This design comes from an exercise in tuning for a short achievable clock period and few clock cycles on the open sky130 flow, not from production work.
In this exercise RTL edits were held to simulation tests only and were not proved equivalent to the original.
Power and IR drop assume default switching activity.

run 4:
Design pyr_core, start of the top module:
module pyr_core (
	input  logic   clk,
	input  logic   rst,
	input  logic   run,
	output pyr_pkg::pc_t    imem_addr,
	input  pyr_pkg::instr_t imem_dout,
	input  logic   imem_rdy,
	output logic   halt,
	input  pyr_pkg::rsel_t  dbg_sel,
	output pyr_pkg::word_t  dbg_dout
);
clock: 8.0 ns
lec_check: 0
cap_margin: 20
core_margin: 2
core_utilization: 40
setup_slack_margin: 5
slew_margin: 20
run.sh (not shown) runs the stock make flow with config.mk's settings and CLKGATE_MAP_FILE= SYNTH_SCRIPT=/design/flow/synth_recipe.tcl, a recipe that flattens the netlist after the stock synthesis.
Testbench counts of run 4, summed over its fixed seeds: cycles 18,586.
Inputs modified between run 4 and run 5:
- a change of SETUP_SLACK_MARGIN from 5 to 4
- an added ABC_CLOCK_PERIOD_IN_PS of 3500
## What came out
Between run 4 and run 5, the met1 capacity usage during global routing is higher for run 4. Setup slack: run 5 more than run 4. Delta (run 5 minus run 4): final weighted congestion in routability-driven placement increased by 0.80% relative to the old numbers, via count decreased by 2787 relative to the old numbers, clock buffer count in the final layout decreased by 5 relative to the old numbers, critical path depth decreased by 1 relative to the old numbers, total cell area at the placement stage decreased by 800 um^2 relative to the old numbers. Relative to run 4, the number of buffer and inverter instances along the worst setup path of run 5 is lower by 1. From run 4 to run 5 the numbers moved as follows: sequential share of power higher; area growth from synthesis to layout dropped 27 points.

* * *

== before ==
pyr_core again, from the RTL that the note above started with.
==> flow/config.mk <==
export PLATFORM = sky130hd
export DESIGN_NAME = pyr_core
export DESIGN_NICKNAME = pyr_core
export VERILOG_FILES = /design/flow/design.v
export SDC_FILE = /design/flow/constraint.sdc
export NUM_CORES = 4
export LEC_CHECK = 0
export ABC_CLOCK_PERIOD_IN_PS = 3500
export CAP_MARGIN = 20
export CORE_MARGIN = 2
export CORE_UTILIZATION = 40
export SETUP_SLACK_MARGIN = 4
export SLEW_MARGIN = 20
==> flow/constraint.sdc <==
create_clock -name core_clock -period 8.0 [get_ports {clk}]
set_input_delay 1.6000 -clock core_clock [delete_from_list [all_inputs] [get_ports {clk}]]
set_output_delay 1.6000 -clock core_clock [all_outputs]
set_load 0.01 [all_outputs]
standard.sh (not shown) runs the stock make flow with config.mk's settings and CLKGATE_MAP_FILE= SYNTH_SCRIPT=/design/flow/synth_recipe.tcl, a recipe that flattens the netlist after the stock synthesis.
==> flow/flow/run.sh <==
#!/bin/bash
# standard layout, logged
cp standard.sh synth_recipe.tcl config.mk constraint.sdc flow/ 2>/dev/null
bash standard.sh > standard.log 2>&1
==> flow/flow/synth_recipe.tcl <==
proc synth {args} { yosys synth -nofsm -noshare {*}$args }
source $::env(SCRIPTS_DIR)/synth.tcl
# left out here: clear keep_hierarchy, flatten, clean up, hide names made inside functions, write 1_2_yosys.v
==> flow/flow/config.mk <==
export PLATFORM = sky130hd
export DESIGN_NAME = pyr_core
export DESIGN_NICKNAME = bench
export VERILOG_FILES = /design/flow/design.v
export SDC_FILE = /design/flow/constraint.sdc
export NUM_CORES = 4
export LEC_CHECK = 0
export ABC_CLOCK_PERIOD_IN_PS = 3500
export CAP_MARGIN = 20
export CORE_MARGIN = 2
export CORE_UTILIZATION = 40
export SETUP_SLACK_MARGIN = 4
export SLEW_MARGIN = 20
==> flow/flow/constraint.sdc <==
create_clock -name core_clock -period 8.0 [get_ports {clk}]
set_input_delay 1.6000 -clock core_clock [delete_from_list [all_inputs] [get_ports {clk}]]
set_output_delay 1.6000 -clock core_clock [all_outputs]
set_load 0.01 [all_outputs]
==> flow/flow/standard.sh <==
#!/bin/bash
# The standard flow's own layout of this design, on the ORFS make targets given (by default finish). After
# finish it leaves the final layout's DEF at /design/flow/out/final.def.
set -euo pipefail
make -C /OpenROAD-flow-scripts/flow DESIGN_CONFIG=/design/flow/config.mk WORK_HOME=/design/flow/orfs CLKGATE_MAP_FILE= SYNTH_SCRIPT=/design/flow/synth_recipe.tcl ABC_CLOCK_PERIOD_IN_PS=3500 CAP_MARGIN=20 CORE_MARGIN=2 CORE_UTILIZATION=40 SETUP_SLACK_MARGIN=4 SLEW_MARGIN=20 "${@:-finish}"
if [[ -f /design/flow/orfs/results/sky130hd/pyr_core/base/6_final.odb ]]; then
  : # left out here: write the final layout as DEF
fi
Testbench counts of before, summed over its fixed seeds: cycles 18,586.
Relative to before, the following input files were edited for after:
Settings: PLACE_DENSITY: unset -> 0.7; CORE_UTILIZATION: 40 -> 50.
==> flow/run.sh (new file) <==
#!/bin/bash
# synth_recipe.tcl (not shown) runs the flow's synth.tcl, then flattens the netlist and writes it again
# the make line also repeats each setting of config.mk as NAME=value (left out here)
make -C /OpenROAD-flow-scripts/flow DESIGN_CONFIG=/design/flow/config.mk WORK_HOME=/design/flow/orfs CLKGATE_MAP_FILE= SYNTH_SCRIPT=/design/flow/synth_recipe.tcl finish
removed: flow/flow/run.sh
removed: flow/flow/synth_recipe.tcl
removed: flow/flow/config.mk
removed: flow/flow/constraint.sdc
removed: flow/flow/standard.sh
removed: flow/standard.sh
Results
- Summary of after over before: setup slack moved down, total routing resource utilization after global routing higher, fraction of area in non-clock buffers now sits lower, total power draw shrank by 1.2%, maximum vdd ir drop went up by about 11%.

-- port drivers added, routing unchanged --
The flow's constraints put no driver on any port. The routed layouts listed below were extracted and timed again, unchanged, in two steps.
Step 1 sets driving cells, clkbuf_16 on the clock port and buf_2 on the other inputs (assumed; they add their load-dependent delay and slew).
Step 2 adds t to the input delays and takes it off the output delays; t is the mean of the earliest and latest rising clock arrival at the registers after step 1. Input paths then give back, and output paths get back, about the clock's delay inside the block.
a / b / c = ideal ports / drivers / drivers and shift; a / b = the first two.
| run | t (ns) | setup WS [ns] | worst hold slack (ns) | clock arrival spread, ns | worst slew at a driven data input, ns |
|---|---|---|---|---|---|
| run 4 | 0.655 | 3.234 / 3.170 / 3.170 | 0.500 / 0.500 / 0.500 | 0.036 / 0.036 | 0.32 |
| run 5 | 0.640 | 3.312 / 3.242 / 3.242 | 0.496 / 0.496 / 0.496 | 0.044 / 0.044 | 0.07 |
| before | 0.640 | 3.312 / 3.242 / 3.242 | 0.496 / 0.496 / 0.496 | 0.044 / 0.044 | 0.07 |
| after | 0.656 | 3.278 / 3.224 / 3.030 | 0.499 / 0.499 / 0.499 | 0.041 / 0.042 | 0.13 |
After both steps setup and hold are still met in every run listed. The setup slack of after, which loses most, moves by -0.054 ns with the drivers and by -0.248 ns with both steps.
